Source: an optimization exercise on an open RTL-to-GDS flow (aim: small area, a short achievable clock period and few clock cycles per item). Production flows keep margins and buffers that such runs may drop.
Function was checked by simulation only, so behaviour that the tests miss may differ from the original.
The clock port is modelled as an ideal driver, which makes a skipped or thinned clock tree look cheaper than it is; a real chip needs a root buffer or a tree.
Power and IR drop assume default switching activity.

==> inputs of run a <==
==> flow/design.v <==
package if_fetch_pkg;
    localparam int unsigned INST_ADDR_W = 32;
    localparam int unsigned INST_W      = 32;
    typedef logic [INST_ADDR_W-1:0] inst_addr_bus_t;
    typedef logic [INST_W-1:0]      inst_bus_t;
    localparam inst_addr_bus_t RESET_PC_DEFAULT = 32'h0000_0000;
endpackage
module if_fetch
#(
    parameter if_fetch_pkg::inst_addr_bus_t RESET_PC = if_fetch_pkg::RESET_PC_DEFAULT
) (
    input  logic           clk,
    input  logic           rst,
    input  logic           stall_in,
    input  logic           branch_flag_in,
    input  if_fetch_pkg::inst_addr_bus_t branch_target_in,
    input  logic           mem_busy_in,
    input  logic           get_inst_in,
    input  if_fetch_pkg::inst_addr_bus_t inst_pc_in,
    input  if_fetch_pkg::inst_bus_t      inst_in,
    output logic           if_req_out,
    output if_fetch_pkg::inst_addr_bus_t addr_if_out,
    output if_fetch_pkg::inst_addr_bus_t pc_out,
    output if_fetch_pkg::inst_bus_t      inst_out,
    output logic           inst_valid_out,
    output logic           if_stall_req_out
);
    localparam int unsigned BLK_W = 5;            
    localparam int unsigned LO    = 2 + BLK_W;    
    logic [31:LO]   blk_q;        
    logic [LO-1:2]  fetch_lo_q;   
    logic [LO-1:2]  pc_lo_q;      
    logic [31:0]    inst_q;       
    logic           valid_q;
    logic           discard_q;    
    logic           cross_q;      
    logic           bump_q;       
    logic           req_q;
    logic           ours_busy_c;  
    logic           hold_c;       
    logic           take_c;       
    logic           cross_d, bump_d;
    assign ours_busy_c = mem_busy_in && !get_inst_in && (inst_pc_in[1:0] == 2'b00);
    assign hold_c      = valid_q && stall_in;
    assign take_c      = get_inst_in && !discard_q && !hold_c;
    assign cross_d     = !branch_flag_in &&
                         (cross_q ? stall_in : (take_c && (&fetch_lo_q)));
    assign bump_d      = !branch_flag_in && cross_q && !stall_in;
    always_ff @(posedge clk or posedge rst) begin
        if (rst) begin
            blk_q      <= RESET_PC[31:LO];
            fetch_lo_q <= RESET_PC[LO-1:2];
            valid_q    <= 1'b0;
            discard_q  <= 1'b0;
            cross_q    <= 1'b0;
            bump_q     <= 1'b0;
            req_q      <= 1'b0;
        end else begin
            cross_q   <= cross_d;
            bump_q    <= bump_d;
            req_q     <= !(cross_d || bump_d);
            valid_q   <= !branch_flag_in && (hold_c || (get_inst_in && !discard_q));
            discard_q <= branch_flag_in ? ours_busy_c : (discard_q && !get_inst_in);
            if (branch_flag_in) begin
                blk_q      <= branch_target_in[31:LO];
                fetch_lo_q <= branch_target_in[LO-1:2];
            end else begin
                if (bump_q) blk_q <= blk_q + 1'b1;
                if (take_c) fetch_lo_q <= fetch_lo_q + 1'b1;
            end
        end
    end
    always_ff @(posedge clk) begin
        if (!hold_c) begin
            pc_lo_q <= fetch_lo_q;
            inst_q  <= inst_in;
        end
    end
    assign if_req_out       = req_q;
    assign if_stall_req_out = req_q;
    assign addr_if_out      = {blk_q, fetch_lo_q, 2'b00};
    assign pc_out           = {blk_q, pc_lo_q, 2'b00};
    assign inst_out         = inst_q;
    assign inst_valid_out   = valid_q;
endmodule
==> flow/flow/run.sh <==
#!/bin/bash
set -euo pipefail
bash standard.sh \
  BUFFER_PORTS_ARGS="-buffer_cell sky130_fd_sc_hd__buf_1" \
  MCTS_GROUPS=4 MCTS_CELL=sky130_fd_sc_hd__clkbuf_16 \
  PRE_CTS_TCL="$PWD/flow/manual_cts.tcl" \
  finish > standard_flow.log 2>&1
==> flow/flow/manual_cts.tcl <==
# Clock distribution made by hand: the clock port drives a few clock buffers,
# each placed at the centre of the flip-flops it feeds (the flip-flops split
# into equal groups by position), so every register sees the same one-buffer
# clock path. Replaces clock_tree_synthesis for this small design.
set mcts_groups [expr {[info exists ::env(MCTS_GROUPS)] ? $::env(MCTS_GROUPS) : 4}]
set mcts_cell [expr {[info exists ::env(MCTS_CELL)] ? $::env(MCTS_CELL) : "sky130_fd_sc_hd__clkbuf_8"}]

set mcts_block [ord::get_db_block]
set mcts_clk [$mcts_block findNet clk]
set mcts_sinks {}
foreach it [$mcts_clk getITerms] {
  set inst [$it getInst]
  set loc [$inst getLocation]
  lappend mcts_sinks [list $it [lindex $loc 0] [lindex $loc 1]]
}
puts "manual cts: [llength $mcts_sinks] sinks, $mcts_groups groups of $mcts_cell"

# Split into groups: halve along x, then along y, as many times as needed.
proc mcts_split {items n axis} {
  if {$n <= 1} { return [list $items] }
  set idx [expr {$axis == 0 ? 1 : 2}]
  set sorted [lsort -integer -index $idx $items]
  set half [expr {[llength $sorted] / 2}]
  set a [lrange $sorted 0 [expr {$half - 1}]]
  set b [lrange $sorted $half end]
  set next [expr {1 - $axis}]
  return [concat [mcts_split $a [expr {$n / 2}] $next] [mcts_split $b [expr {$n / 2}] $next]]
}
set mcts_parts [mcts_split $mcts_sinks $mcts_groups 0]

set mcts_master [[ord::get_db] findMaster $mcts_cell]
set k 0
foreach part $mcts_parts {
  set sx 0; set sy 0
  foreach s $part { incr sx [lindex $s 1]; incr sy [lindex $s 2] }
  set n [llength $part]
  set cx [expr {$sx / $n}]
  set cy [expr {$sy / $n}]
  set buf [odb::dbInst_create $mcts_block $mcts_master "mcts_clkbuf_$k"]
  set net [odb::dbNet_create $mcts_block "mcts_clknet_$k"]
  $net setSigType CLOCK
  [$buf findITerm A] connect $mcts_clk
  [$buf findITerm X] connect $net
  foreach s $part {
    set it [lindex $s 0]
    $it disconnect
    $it connect $net
  }
  $buf setLocation $cx $cy
  $buf setPlacementStatus PLACED
  puts "manual cts: mcts_clkbuf_$k at ($cx, $cy) drives $n sinks"
  incr k
}
$mcts_clk setSigType CLOCK

# The tree is built: clock_tree_synthesis only marks the clock propagated.
rename clock_tree_synthesis mcts_orig_clock_tree_synthesis
proc clock_tree_synthesis {args} {
  set_propagated_clock [all_clocks]
}
==> flow/standard.sh <==
#!/bin/bash
# synth_recipe.tcl (not shown) runs the flow's synth.tcl, then flattens the netlist and writes it again
# the make line also repeats each setting of config.mk as NAME=value (left out here)
make -C /OpenROAD-flow-scripts/flow DESIGN_CONFIG=/design/flow/config.mk WORK_HOME=/design/flow/orfs CLKGATE_MAP_FILE= SYNTH_SCRIPT=/design/flow/synth_recipe.tcl "${@:-finish}"
==> flow/config.mk <==
export PLATFORM = sky130hd
export DESIGN_NAME = if_fetch
export DESIGN_NICKNAME = if_fetch
export VERILOG_FILES = /design/flow/design.v
export SDC_FILE = /design/flow/constraint.sdc
export NUM_CORES = 4
export LEC_CHECK = 0
export CAP_MARGIN = 20
export CORE_MARGIN = 2
export CORE_UTILIZATION = 40
export SETUP_SLACK_MARGIN = 5.0
export SLEW_MARGIN = 20
==> flow/constraint.sdc <==
create_clock -name core_clock -period 7.0 [get_ports {clk}]
set_input_delay 1.4000 -clock core_clock [delete_from_list [all_inputs] [get_ports {clk}]]
set_output_delay 1.4000 -clock core_clock [all_outputs]
set_load 0.01 [all_outputs]
==> inputs of run b, as changes to run a <==
==> flow/design.v, changed modules only <==
module if_fetch
#(
    parameter if_fetch_pkg::inst_addr_bus_t RESET_PC = if_fetch_pkg::RESET_PC_DEFAULT
) (
    input  logic           clk,
    input  logic           rst,
    input  logic           stall_in,
    input  logic           branch_flag_in,
    input  if_fetch_pkg::inst_addr_bus_t branch_target_in,
    input  logic           mem_busy_in,
    input  logic           get_inst_in,
    input  if_fetch_pkg::inst_addr_bus_t inst_pc_in,
    input  if_fetch_pkg::inst_bus_t      inst_in,
    output logic           if_req_out,
    output if_fetch_pkg::inst_addr_bus_t addr_if_out,
    output if_fetch_pkg::inst_addr_bus_t pc_out,
    output if_fetch_pkg::inst_bus_t      inst_out,
    output logic           inst_valid_out,
    output logic           if_stall_req_out
);
    localparam int unsigned BLK_W = 4;            
    localparam int unsigned LO    = 2 + BLK_W;    
    logic [31:LO]   blk_q;        
    logic [LO-1:2]  fetch_lo_q;   
    logic [LO-1:2]  pc_lo_q;      
    logic [31:0]    inst_q;       
    logic           valid_q;
    logic           discard_q;    
    logic           cross_q;      
    logic           req_q;
    logic           ours_busy_c;  
    logic           hold_c;       
    logic           take_c;       
    logic           cross_d;
    assign ours_busy_c = mem_busy_in && !get_inst_in && (inst_pc_in[1:0] == 2'b00);
    assign hold_c      = valid_q && stall_in;
    assign take_c      = get_inst_in && !discard_q && !hold_c;
    assign cross_d     = !branch_flag_in &&
                         (cross_q ? stall_in : (take_c && (&fetch_lo_q)));
    always_ff @(posedge clk or posedge rst) begin
        if (rst) begin
            blk_q      <= RESET_PC[31:LO];
            fetch_lo_q <= RESET_PC[LO-1:2];
            valid_q    <= 1'b0;
            discard_q  <= 1'b0;
            cross_q    <= 1'b0;
            req_q      <= 1'b0;
        end else begin
            cross_q   <= cross_d;
            req_q     <= !cross_d;
            valid_q   <= !branch_flag_in && (hold_c || (get_inst_in && !discard_q));
            discard_q <= branch_flag_in ? ours_busy_c : (discard_q && !get_inst_in);
            if (branch_flag_in) begin
                blk_q      <= branch_target_in[31:LO];
                fetch_lo_q <= branch_target_in[LO-1:2];
            end else begin
                if (cross_q && !stall_in) blk_q <= blk_q + 1'b1;
                if (take_c) fetch_lo_q <= fetch_lo_q + 1'b1;
            end
        end
    end
    always_ff @(posedge clk) begin
        if (!hold_c) begin
            pc_lo_q <= fetch_lo_q;
            inst_q  <= inst_in;
        end
    end
    assign if_req_out       = req_q;
    assign if_stall_req_out = req_q;
    assign addr_if_out      = {blk_q, fetch_lo_q, 2'b00};
    assign pc_out           = {blk_q, pc_lo_q, 2'b00};
    assign inst_out         = inst_q;
    assign inst_valid_out   = valid_q;
endmodule
==> flow/flow/run.sh (replaced) <==
#!/bin/bash
set -euo pipefail
bash standard.sh \
  BUFFER_PORTS_ARGS="-buffer_cell sky130_fd_sc_hd__buf_1" \
  finish > standard_flow.log 2>&1
--- a/flow/config.mk
+++ b/flow/config.mk
@@ -9,4 +9,4 @@
 export CORE_MARGIN = 2
 export CORE_UTILIZATION = 40
-export SETUP_SLACK_MARGIN = 5.0
+export SETUP_SLACK_MARGIN = 4.5
 export SLEW_MARGIN = 20
removed: flow/flow/manual_cts.tcl
==> run summary <==
Clock power: run a is smaller than run b (37%). Final area: run b is lower than run a (about 17%). In run b the worst hold slack is higher than in run a, by 46 ps. Against run a, the via count of run b is smaller by about 7%. In run b the synthesized cell count is lower than in run a, by 1.8%. Against run b, the first-iteration DRC count of run a is larger by 74%. Core utilization: run a is higher than run b (10 points).
==> figures <==
|  | run a | run b |
|---|---|---|
| DP Cell Count | 508 | 502 |
| Critical path capture point | pc_out[19] | blk_q[17]$_DFFE_PP0P_ |
| Slew at the pin closest to its max-slew limit | 914 ps | 502 ps |
| Startpoint types | flop | input pin |
| Tightest slew margin relative to the limit | 38.7% | 66.5% |
| Combinational cell power | 0.224 mW | 0.126 mW |
| Global routing met3 resource utilization | 1.12% | 5.16% |
| Psw | 0.235 mW | 0.268 mW |
| Area of the placeable core | 0.00781 sq mm | 0.00773 sq mm |
| Part of the power in registers | 54.0% | 52.5% |
| Post-route design area | 0.00477 sq mm | 0.00395 sq mm |
| Pre-CTS worst setup slack | 4380 ps | 3820 ps |
| Setup fix buffers added after clock tree synthesis | 39 | 1 |
| Result of the run | timing/DRC/antenna clean | timing/DRC/antenna clean |
| Die extent in x | 94.4 um | 93.3 um |
Testbench counts of run a, summed over its fixed seeds: cycles 204,393, insts 34,194.
Testbench counts of run b, summed over its fixed seeds: cycles 204,444, insts 34,194.
In run a the design's own scripts or RTL, not TritonCTS, make the clock network.

-- separate check: timing with driven ports --
Ports are ideal in the flow. The routed layouts listed here were re-timed in OpenROAD.
Step 1: set_driving_cell puts a clkbuf_16 on clk and a buf_2 on each other input, an assumption about the parent block.
Step 2 times the ports against the registers' clock, not the clock port: input delays grow and output delays shrink by t, the midpoint of the rising clock arrivals with the driver on.
Three values: no drivers, after step 1, after step 2; two values: the first two.
run	shift t [ns]	setup slack, ns	worst setup path at the end	worst slew at a driven data input, ns	pins driven straight from the clock port
run a	0.218	4.839 / 4.762 / 4.697	input to register	0.05	4
run b	0.367	4.577 / 4.565 / 4.212	input to register	0.04	1
After both steps setup and hold are still met in every run listed. For run b, which loses most, drivers alone change the setup slack by -0.012 ns; drivers and shift together by -0.365 ns.
